This is an optimization exercise on Yosys and OpenROAD, whose aim is a short achievable clock period, few clock cycles and low power, not a production implementation.
Only simulation tests tie the RTL to the original design; equivalence was not proved.

[design/flow/config.mk]
export PLATFORM = sky130hd
export DESIGN_NAME = armCore
export DESIGN_NICKNAME = armCore
export VERILOG_FILES = /design/flow/design.v
export SDC_FILE = /design/flow/constraint.sdc
export NUM_CORES = 4
export LEC_CHECK = 0
export CAP_MARGIN = 20
export CORE_MARGIN = 2
export CORE_UTILIZATION = 40
export SLEW_MARGIN = 20
[design/flow/constraint.sdc]
create_clock -name core_clock -period 7.5 [get_ports {clk}]
set_input_delay 1.5000 -clock core_clock [delete_from_list [all_inputs] [get_ports {clk}]]
set_output_delay 1.5000 -clock core_clock [all_outputs]
set_load 0.01 [all_outputs]
[design/flow/design.v]
`default_nettype none
package armPkg;
    localparam int wordWidth = 32;
    localparam int regAddrWidth = 4;
    typedef logic [wordWidth-1:0] word_t;        
    typedef logic [regAddrWidth-1:0] regAddr_t;
    typedef logic [3:0] flags_t;                 
    typedef logic [3:0] cond_t;
    typedef logic [2:0] aluOp_t;
    typedef logic [1:0] immSrc_t;
    typedef enum logic [3:0] {
        FETCH,
        DECODE,
        MEMADR,
        MEMRD,
        MEMWB,
        MEMWR,
        EXECUTER,
        EXECUTEI,
        ALUWB,
        BRANCH
    } ctrlState_t;
    localparam regAddr_t pcReg = 4'd15;
    localparam word_t pcStep = 32'd4;
    localparam logic [1:0] opDataProc = 2'b00;
    localparam logic [1:0] opMemory = 2'b01;
    localparam logic [1:0] opBranch = 2'b10;
    localparam logic [3:0] cmdAnd = 4'b0000;
    localparam logic [3:0] cmdEor = 4'b0001;
    localparam logic [3:0] cmdSub = 4'b0010;
    localparam logic [3:0] cmdAdd = 4'b0100;
    localparam logic [3:0] cmdOrr = 4'b1100;
    localparam aluOp_t aluAdd = 3'd0;
    localparam aluOp_t aluSub = 3'd1;
    localparam aluOp_t aluAnd = 3'd2;
    localparam aluOp_t aluOrr = 3'd3;
    localparam aluOp_t aluEor = 3'd4;
    localparam immSrc_t immDp8 = 2'b00;      
    localparam immSrc_t immMem12 = 2'b01;    
    localparam immSrc_t immBranch = 2'b10;   
endpackage
`default_nettype wire
`timescale 1ns/1ps
`default_nettype none
import armPkg::*;
module registerFile (
    input logic clk,
    input logic writeEn,
    input armPkg::regAddr_t readAddr1,
    input armPkg::regAddr_t readAddr2,
    input armPkg::regAddr_t writeAddr,
    input armPkg::word_t writeData,
    input armPkg::word_t pcPlus8,
    output armPkg::word_t readData1,
    output armPkg::word_t readData2
);
    logic [wordWidth-1:0] regs [0:14];    
    always_ff @(posedge clk) begin
        if (writeEn && (writeAddr != pcReg))
            regs[writeAddr] <= writeData;
    end
    assign readData1 = (readAddr1 == pcReg) ? pcPlus8 : regs[readAddr1];
    assign readData2 = (readAddr2 == pcReg) ? pcPlus8 : regs[readAddr2];
endmodule
`default_nettype wire
`timescale 1ns/1ps
`default_nettype none
import armPkg::*;
module dataPath (
    input logic clk,
    input logic reset,
    output armPkg::word_t adr,
    output armPkg::word_t writeData,
    input armPkg::word_t readData,
    output armPkg::word_t instr,
    output armPkg::flags_t aluFlags,
    input logic pcWrite,
    input logic regWrite,
    input logic irWrite,
    input logic adrSrc,
    input logic [1:0] resultSrc,
    input logic aluSrcA,
    input logic [1:0] aluSrcB,
    input armPkg::immSrc_t immSrc,
    input logic [1:0] regSrc,
    input armPkg::aluOp_t aluOp
);
    armPkg::word_t pc;
    armPkg::word_t dataReg;
    armPkg::word_t regA;
    armPkg::word_t regB;
    armPkg::word_t aluOut;
    armPkg::word_t aluResult;
    armPkg::word_t result;
    armPkg::word_t extImm;
    armPkg::word_t srcA;
    armPkg::word_t srcB;
    armPkg::word_t rd1;
    armPkg::word_t rd2;
    armPkg::regAddr_t ra1;
    armPkg::regAddr_t ra2;
    logic [32:0] sum;    
    logic carry;
    logic overflow;
    always_ff @(posedge clk or posedge reset) begin
        if (reset)
            pc <= '0;
        else if (pcWrite)
            pc <= result;
    end
    always_ff @(posedge clk or posedge reset) begin
        if (reset)
            instr <= '0;
        else if (irWrite)
            instr <= readData;
    end
    always_ff @(posedge clk) begin
        dataReg <= readData;
        regA <= rd1;
        regB <= rd2;
        aluOut <= aluResult;
    end
    assign adr = adrSrc ? result : pc;
    assign writeData = regB;
    assign ra1 = regSrc[0] ? pcReg : instr[19:16];
    assign ra2 = regSrc[1] ? instr[15:12] : instr[3:0];
    registerFile registerFile_inst (
        .clk(clk),
        .writeEn(regWrite),
        .readAddr1(ra1),
        .readAddr2(ra2),
        .writeAddr(instr[15:12]),
        .writeData(result),
        .pcPlus8(result),
        .readData1(rd1),
        .readData2(rd2)
    );
    always_comb begin
        case (immSrc)
            immDp8: extImm = {24'd0, instr[7:0]};
            immMem12: extImm = {20'd0, instr[11:0]};
            default: extImm = {{6{instr[23]}}, instr[23:0], 2'b00};    
        endcase
    end
    assign srcA = aluSrcA ? pc : regA;
    always_comb begin
        case (aluSrcB)
            2'b00: srcB = regB;
            2'b01: srcB = extImm;
            default: srcB = pcStep;
        endcase
    end
    always_comb begin
        sum = '0;
        carry = 1'b0;
        overflow = 1'b0;
        case (aluOp)
            aluAdd: begin
                sum = {1'b0, srcA} + {1'b0, srcB};
                aluResult = sum[31:0];
                carry = sum[32];
                overflow = (srcA[31] == srcB[31]) && (aluResult[31] != srcA[31]);
            end
            aluSub: begin
                sum = {1'b0, srcA} + {1'b0, ~srcB} + 33'd1;
                aluResult = sum[31:0];
                carry = sum[32];     
                overflow = (srcA[31] != srcB[31]) && (aluResult[31] != srcA[31]);
            end
            aluAnd: aluResult = srcA & srcB;
            aluOrr: aluResult = srcA | srcB;
            aluEor: aluResult = srcA ^ srcB;
            default: aluResult = '0;
        endcase
    end
    assign aluFlags = {aluResult[31], (aluResult == '0), carry, overflow};
    always_comb begin
        case (resultSrc)
            2'b00: result = aluOut;
            2'b01: result = dataReg;
            default: result = aluResult;
        endcase
    end
endmodule
`default_nettype wire
`timescale 1ns/1ps
`default_nettype none
import armPkg::*;
module condUnit (
    input logic clk,
    input logic reset,
    input armPkg::cond_t cond,
    input armPkg::flags_t aluFlags,
    input logic [1:0] flagW,
    input logic pcS,
    input logic nextPc,
    input logic regW,
    input logic memW,
    output logic regWrite,
    output logic memWrite,
    output logic pcWrite
);
    logic [1:0] nzFlags;
    logic [1:0] cvFlags;
    armPkg::flags_t flags;
    logic n, z, c, v;
    logic ge;
    logic condEx;
    logic condReg;    
    assign flags = {nzFlags, cvFlags};
    assign {n, z, c, v} = flags;
    assign ge = (n == v);
    always_ff @(posedge clk or posedge reset) begin
        if (reset)
            nzFlags <= 2'b00;
        else if (flagW[1] & condReg)
            nzFlags <= aluFlags[3:2];
    end
    always_ff @(posedge clk or posedge reset) begin
        if (reset)
            cvFlags <= 2'b00;
        else if (flagW[0] & condReg)
            cvFlags <= aluFlags[1:0];
    end
    always_comb begin
        case (cond)
            4'b0000: condEx = z;              
            4'b0001: condEx = ~z;             
            4'b0010: condEx = c;              
            4'b0011: condEx = ~c;             
            4'b0100: condEx = n;              
            4'b0101: condEx = ~n;             
            4'b0110: condEx = v;              
            4'b0111: condEx = ~v;             
            4'b1000: condEx = c & ~z;         
            4'b1001: condEx = ~c | z;         
            4'b1010: condEx = ge;
            4'b1011: condEx = ~ge;            
            4'b1100: condEx = ~z & ge;        
            4'b1101: condEx = z | ~ge;        
            4'b1110: condEx = 1'b1;           
            default: condEx = 1'b0;
        endcase
    end
    always_ff @(posedge clk or posedge reset) begin
        if (reset)
            condReg <= 1'b0;
        else
            condReg <= condEx;
    end
    assign regWrite = regW & condReg;
    assign memWrite = memW & condReg;
    assign pcWrite = nextPc | (pcS & condReg);
endmodule
`default_nettype wire
`timescale 1ns/1ps
`default_nettype none
import armPkg::*;
module controlFsm (
    input logic clk,
    input logic reset,
    input armPkg::word_t instr,
    output logic irWrite,
    output logic adrSrc,
    output logic [1:0] resultSrc,
    output logic aluSrcA,
    output logic [1:0] aluSrcB,
    output armPkg::immSrc_t immSrc,
    output logic [1:0] regSrc,
    output armPkg::aluOp_t aluOp,
    output logic regW,
    output logic memW,
    output logic pcS,
    output logic nextPc,
    output logic [1:0] flagW
);
    armPkg::ctrlState_t state;
    armPkg::ctrlState_t nextState;
    logic [1:0] op;
    logic [3:0] cmd;
    logic immBit;
    logic sBit;
    logic loadBit;
    armPkg::regAddr_t rd;
    logic aluDecode;     
    logic branch;
    assign op = instr[27:26];
    assign immBit = instr[25];
    assign cmd = instr[24:21];
    assign sBit = instr[20];
    assign loadBit = instr[20];    
    assign rd = instr[15:12];
    always_ff @(posedge clk or posedge reset) begin
        if (reset)
            state <= FETCH;
        else
            state <= nextState;
    end
    always_comb begin
        case (state)
            FETCH: nextState = DECODE;
            DECODE: begin
                case (op)
                    opDataProc: nextState = immBit ? EXECUTEI : EXECUTER;
                    opMemory: nextState = MEMADR;
                    opBranch: nextState = BRANCH;
                    default: nextState = FETCH;    
                endcase
            end
            MEMADR: nextState = loadBit ? MEMRD : MEMWR;
            MEMRD: nextState = MEMWB;
            EXECUTER: nextState = ALUWB;
            EXECUTEI: nextState = ALUWB;
            default: nextState = FETCH;
        endcase
    end
    always_comb begin
        irWrite = 1'b0;
        adrSrc = 1'b0;
        resultSrc = 2'b00;
        aluSrcA = 1'b0;
        aluSrcB = 2'b00;
        nextPc = 1'b0;
        regW = 1'b0;
        memW = 1'b0;
        branch = 1'b0;
        aluDecode = 1'b0;
        case (state)
            FETCH: begin
                irWrite = 1'b1;
                aluSrcA = 1'b1;      
                aluSrcB = 2'b10;
                resultSrc = 2'b10;
                nextPc = 1'b1;
            end
            DECODE: begin
                aluSrcA = 1'b1;      
                aluSrcB = 2'b10;
                resultSrc = 2'b10;
            end
            MEMADR: aluSrcB = 2'b01;
            MEMRD: adrSrc = 1'b1;
            MEMWB: begin
                resultSrc = 2'b01;
                regW = 1'b1;
            end
            MEMWR: begin
                adrSrc = 1'b1;
                memW = 1'b1;
            end
            EXECUTER: aluDecode = 1'b1;
            EXECUTEI: begin
                aluSrcB = 2'b01;
                aluDecode = 1'b1;
            end
            ALUWB: regW = 1'b1;
            BRANCH: begin
                aluSrcB = 2'b01;     
                resultSrc = 2'b10;
                branch = 1'b1;
            end
            default: ;
        endcase
    end
    always_comb begin
        aluOp = aluAdd;
        flagW = 2'b00;
        if (aluDecode) begin
            case (cmd)
                cmdSub: aluOp = aluSub;
                cmdAnd: aluOp = aluAnd;
                cmdOrr: aluOp = aluOrr;
                cmdEor: aluOp = aluEor;
                default: aluOp = aluAdd;
            endcase
            flagW[1] = sBit;     
            flagW[0] = sBit & ((cmd == cmdAdd) | (cmd == cmdSub));
        end
    end
    assign pcS = branch | (regW & (rd == pcReg));
    always_comb begin
        case (op)
            opMemory: immSrc = immMem12;
            opBranch: immSrc = immBranch;
            default: immSrc = immDp8;
        endcase
    end
    assign regSrc[0] = (op == opBranch);     
    assign regSrc[1] = (op == opMemory);     
endmodule
`default_nettype wire
`timescale 1ns/1ps
`default_nettype none
import armPkg::*;
module armCore (
    input logic clk,
    input logic reset,
    output armPkg::word_t adr,
    output armPkg::word_t writeData,
    input armPkg::word_t readData,
    output logic memWrite
);
    armPkg::word_t instr;
    armPkg::flags_t aluFlags;
    logic irWrite;
    logic adrSrc;
    logic [1:0] resultSrc;
    logic aluSrcA;
    logic [1:0] aluSrcB;
    armPkg::immSrc_t immSrc;
    logic [1:0] regSrc;
    armPkg::aluOp_t aluOp;
    logic regW;
    logic memW;
    logic pcS;
    logic nextPc;
    logic [1:0] flagW;
    logic regWrite;
    logic pcWrite;
    controlFsm controlFsm_inst (
        .clk(clk),
        .reset(reset),
        .instr(instr),
        .irWrite(irWrite),
        .adrSrc(adrSrc),
        .resultSrc(resultSrc),
        .aluSrcA(aluSrcA),
        .aluSrcB(aluSrcB),
        .immSrc(immSrc),
        .regSrc(regSrc),
        .aluOp(aluOp),
        .regW(regW),
        .memW(memW),
        .pcS(pcS),
        .nextPc(nextPc),
        .flagW(flagW)
    );
    condUnit condUnit_inst (
        .clk(clk),
        .reset(reset),
        .cond(instr[31:28]),
        .aluFlags(aluFlags),
        .flagW(flagW),
        .pcS(pcS),
        .nextPc(nextPc),
        .regW(regW),
        .memW(memW),
        .regWrite(regWrite),
        .memWrite(memWrite),
        .pcWrite(pcWrite)
    );
    dataPath dataPath_inst (
        .clk(clk),
        .reset(reset),
        .adr(adr),
        .writeData(writeData),
        .readData(readData),
        .instr(instr),
        .aluFlags(aluFlags),
        .pcWrite(pcWrite),
        .regWrite(regWrite),
        .irWrite(irWrite),
        .adrSrc(adrSrc),
        .resultSrc(resultSrc),
        .aluSrcA(aluSrcA),
        .aluSrcB(aluSrcB),
        .immSrc(immSrc),
        .regSrc(regSrc),
        .aluOp(aluOp)
    );
endmodule
`default_nettype wire
[design/flow/run.sh]
#!/bin/bash
# synth_recipe.tcl (not shown) runs the flow's synth.tcl, then flattens the netlist and writes it again
# the make line also repeats each setting of config.mk as NAME=value (left out here)
make -C /OpenROAD-flow-scripts/flow DESIGN_CONFIG=/design/flow/config.mk WORK_HOME=/design/flow/orfs CLKGATE_MAP_FILE= SYNTH_SCRIPT=/design/flow/synth_recipe.tcl finish
==> run summary <==
cell usage after synthesis (7+ instances only):
cell and count:
edfxtp_1 480, nand2_1 472, clkbuf_1 210, a21oi_1 193, nor2_1 175, o21ai_0 168
mux2i_1 147, inv_1 129, dfxtp_1 128, mux4_2 125, ha_1 99, a211oi_1 86
a31oi_1 75, dfrtp_1 73, nand3_1 73, o221ai_1 72, mux2_2 61, a22oi_1 33
nor3_1 33, and2_1 28, nor2b_1 26, a21o_1 23, buf_1 23, o21a_1 20
nand2b_1 19, o21ai_1 15, o211ai_1 14, o31ai_1 14, and2_0 13, and3_1 13
a221oi_1 11, a311oi_1 10, or3_1 10, a221o_1 9, o22ai_1 9, or2_2 9
a22o_1 8, xnor2_1 8, nand4_1 7
layer usage:
layer	global-route usage, %	vias to the layer above
met3	4.68	297
met5	0.827	-
li1	-	12400
met4	13.4	2
met1	39.1	14400
met2	44.7	1534
area by class of cell:
| class | instances | share of cell area (%) |
|---|---|---|
| inverter | 131 | 1.18 |
| sequential | 681 | 45.0 |
| clock buffer | 103 | 5.03 |
| clock inverter | 35 | 0.610 |
| timing repair buffer | 236 | 5.08 |
| antenna | 3 | 0.0179 |
| multi-input combinational | 2211 | 39.6 |
| tap | 1176 | 3.52 |
per-stage QoR:
stage	instances	hold WS, ns	setup TNS [ns]	instance area [sq um]
global placement	4430	0.485	-0.0803	39100
floorplan	3262	0.453	0	36200
detailed placement	4430	0.495	0	39100
finish	4576	0.506	0	41800
global route	4573	0.530	-0.0267	41800
CTS	4568	0.509	0	41700
state kept, by name, indices dropped and copies added (netlist names), 4 cells and up:
name                                  cells
dataPath_inst.registerFile_inst.regs    480
dataPath_inst.aluOut                     32
dataPath_inst.dataReg                    32
dataPath_inst.instr                      32
dataPath_inst.pc                         32
dataPath_inst.regA                       32
dataPath_inst.regB                       32
controlFsm_inst.state                     4
cells in the final DEF (no fill, tap or decap), drive strengths merged, types with 13 or more instances in the layout:
cell type,count
nand2,472
mux4,125
o211ai,14
ha,99
and3,14
clkbuf,103
dfxtp,128
o21a,20
inv,134
a21oi,193
nand3,73
o21ai,184
a31oi,75
edfxtp,480
a211oi,86
a22oi,33
nor2,175
a21o,23
and2,41
nor3,34
clkinv,31
o31ai,15
nor2b,26
o221ai,72
mux2i,147
or2,13
dfrtp,73
mux2,61
buf,139
nand2b,19
clkdlybuf4s50,97
worst max-delay path: cells and delay by family, from the launching register on:
| family | cells | cell delay [ns] |
|---|---|---|
| adder cells (fa/ha/maj) | 1 | 0.36 |
| AND/OR/NAND/NOR | 6 | 1.66 |
| buffers and inverters | 5 | 1.29 |
| flip-flops | 1 | 0.45 |
| AO/OA/AOI/OAI | 6 | 1.49 |
how the worst min path moves through the flow:
| stage | startpoint | to | slack, ns | cells after the start |
|---|---|---|---|---|
| CTS | dataPath_inst.pc[28] | dataPath_inst.pc[28] | 0.51 | 2 |
| floorplan | dataPath_inst.instr[29] | condUnit_inst.condReg | 0.45 | 1 |
| finish | dataPath_inst.pc[28] | dataPath_inst.pc[28] | 0.51 | 2 |
| detailed placement | dataPath_inst.pc[28] | dataPath_inst.pc[28] | 0.49 | 2 |
| global placement | dataPath_inst.pc[4] | dataPath_inst.pc[4] | 0.49 | 2 |
| global route | dataPath_inst.pc[1] | dataPath_inst.pc[1] | 0.53 | 2 |
repair_timing:
action / 4_1_cts / 5_1_grt
gates resized for setup: 38 / 26
hold endpoints to repair: 0 / 0
buffers inserted: 0 / 5
setup endpoints to repair: 13 / 11
pin swaps: 1 / 11
kinds of logic (layout without fill, tap and decap cells):
kind of cell             Yosys count  after routing  share of synthesized area [%]
buffers and inverters            370            505                           3.91
flip-flops                       681            681                           51.9
adder cells (fa/ha/maj)          101            101                           3.53
other                              0              3                              0
XOR/XNOR                          10             10                          0.242
multiplexers                     333            333                           13.7
AND/OR/NAND/NOR                  920            920                           11.3
AO/OA/AOI/OAI                    847            847                           15.4
==> results.sh <==
export IMPL_antenna_found_initial=0
export IMPL_gr_total_overflow=0
export IMPL_syn_avg_cell_area_sq_um=11.1
export IMPL_ctsLongestPathBuffers=3
export IMPL_die_area_sq_um=93000
export IMPL_skew_ns=0.0284
export IMPL_worstSetupEndpointType="output port"
export IMPL_num_nets_final=3471
export IMPL_worst_slack_ns=0.0928
export IMPL_cts_sinks=681
export IMPL_grt_pass1_wl_um=195000
export IMPL_required_ns=6.00
export IMPL_die_height_um=305
export IMPL_slowest_stage="clkdlybuf4s50_1"
export IMPL_first_global_vias=27800
export IMPL_yosysSeqAreaShare_pct=51.9
export IMPL_core_region_area_sq_um=89900
export IMPL_viasPerCell=6.27
export IMPL_dr_pass1_iters=6
export IMPL_hold_viol=0
export IMPL_clock_tree_root_cell="clkbuf_16"
export IMPL_rr_worst_depth=19
export IMPL_critical_path_class="flop to output port"
export IMPL_r2r_start="controlFsm_inst.state[1]"
export IMPL_grt_util_all_layers_pct=28.7
export IMPL_max_cap_violations=0
export IMPL_synthArstFlopShare_pct=10.7
export IMPL_ant_nets=0
export IMPL_synth_edf_count=480
export IMPL_grt_start_max_net_pins=132
export IMPL_netlist_instances=3262
export IMPL_route_met2_wl_um=61500
export IMPL_crit_end="adr[27]"
export IMPL_hp_class="flop to flop"
export IMPL_routed_wl_um=136000
export IMPL_fp_row_count=110
export IMPL_cp_start_kind="flop"
export IMPL_worstPathMaxFanout=39
export IMPL_drc=0
export IMPL_vias=28700
export IMPL_worstPathCellList="buf_4 > or3_4 > buf_12 > nand2_1 > nand2_1 > ha_1 > buf_4 > and4b_1 > a221o_1 > or2_1 > a31o_1 > a21bo_2 > or3b_2 > o21ai_1 > a21oi_2 > o21ai_0 > buf_4 > clkdlybuf4s50_1"
export IMPL_crit_arrival_ns=5.91
export IMPL_initialDrtViolationCount=3293
export IMPL_globalplace_congestion=1.02
export IMPL_drive_above_1_share_pct=16.0
export IMPL_cts_buffers=75
export IMPL_cts_hold_buf=0
export IMPL_maxSlewHeadroom_pct=19.6
export IMPL_ys_types=92
export IMPL_ctsHtreeMaxLevel=3
export IMPL_ios=99
export IMPL_status="no timing/DRC/antenna violations"
export IMPL_syn_to_final_growth_pct=15.4
export IMPL_clock_latency_ns=0.65
export IMPL_synth_area_sq_um=36200
export IMPL_crit_path_start="controlFsm_inst.state[1]"
export IMPL_wl_met1_um=54700
export IMPL_clk_pin_slew_worst_paths_ns=0.06
export IMPL_finalSetupViolations=0
export IMPL_yosys_warnings=4
export IMPL_fillCellCount=8131
export IMPL_fin_crit_sh_pct=98.8
export IMPL_max_stage_delay_ns=0.53
export IMPL_register_area_sq_um=18800
export IMPL_hpwl_um=87500
export IMPL_die_width_um=305
export IMPL_worstMarginPinSlew_ns=1.21
export IMPL_start_util_pct=40.3
export IMPL_synthFlopType="edfxtp_1"
export IMPL_period_needed_ns=7.41
export IMPL_syn_num_nets=3397
export IMPL_ys_seq_elements=681
export IMPL_utilization_pct=46.5
export IMPL_tritoncts="yes"
export IMPL_synth_top_area_cell="edfxtp_1"
export IMPL_dp_slack_ns=0.0497
export IMPL_rsz0062_at_grt="true"
export IMPL_ff2ff_setup_slack_ns=1.82
export IMPL_drt_wirelength_per_cell_um=29.6
export IMPL_io_buffers=98
export IMPL_r2r_end="condUnit_inst.nzFlags[0]"
export IMPL_cp_common_cell="buf_4"
export IMPL_wl_met3_um=12300
export IMPL_multi_input_area_sq_um=16600
export IMPL_synth_top_area_share_pct=39.8
export IMPL_timing_fmax_mhz=135
export IMPL_final_max_slew_viol_count=0
export IMPL_synthTopCellsByArea="edfxtp_1 (40%), mux4_2 (7.8%), dfxtp_1 (7.1%)"
export IMPL_routed_top_layer="met5"
Testbench counts, summed over its fixed seeds: cycles 244,160.

[separate check: timing with driven ports]
The flow's constraints put no driver on any port. The routed layout listed below was extracted and timed again, unchanged, in two steps.
Step 1 (the two cells are an assumption about what drives the block):
set clk [get_ports {clk}]
set_driving_cell -lib_cell sky130_fd_sc_hd__clkbuf_16 $clk
set_driving_cell -lib_cell sky130_fd_sc_hd__buf_2 [delete_from_list [all_inputs] $clk]
Step 2 moves the port delays by t, midway between the first and last clock arrival at a register: inputs arrive t later, outputs are due t later. That takes back most of the time a late clock gives input paths.
Three values: no drivers, after step 1, after step 2; two values: the first two.
shift t [ns]: 0.706
setup slack, ns: 0.093 / 0.019 / 0.725
worst hold slack (ns): 0.506 / 0.506 / 0.506
worst register clock-pin slew, ns: 0.06 / 0.06
After both steps setup and hold are still met in this run. The setup slack of this run moves by -0.074 ns with the drivers and by +0.632 ns with both steps.
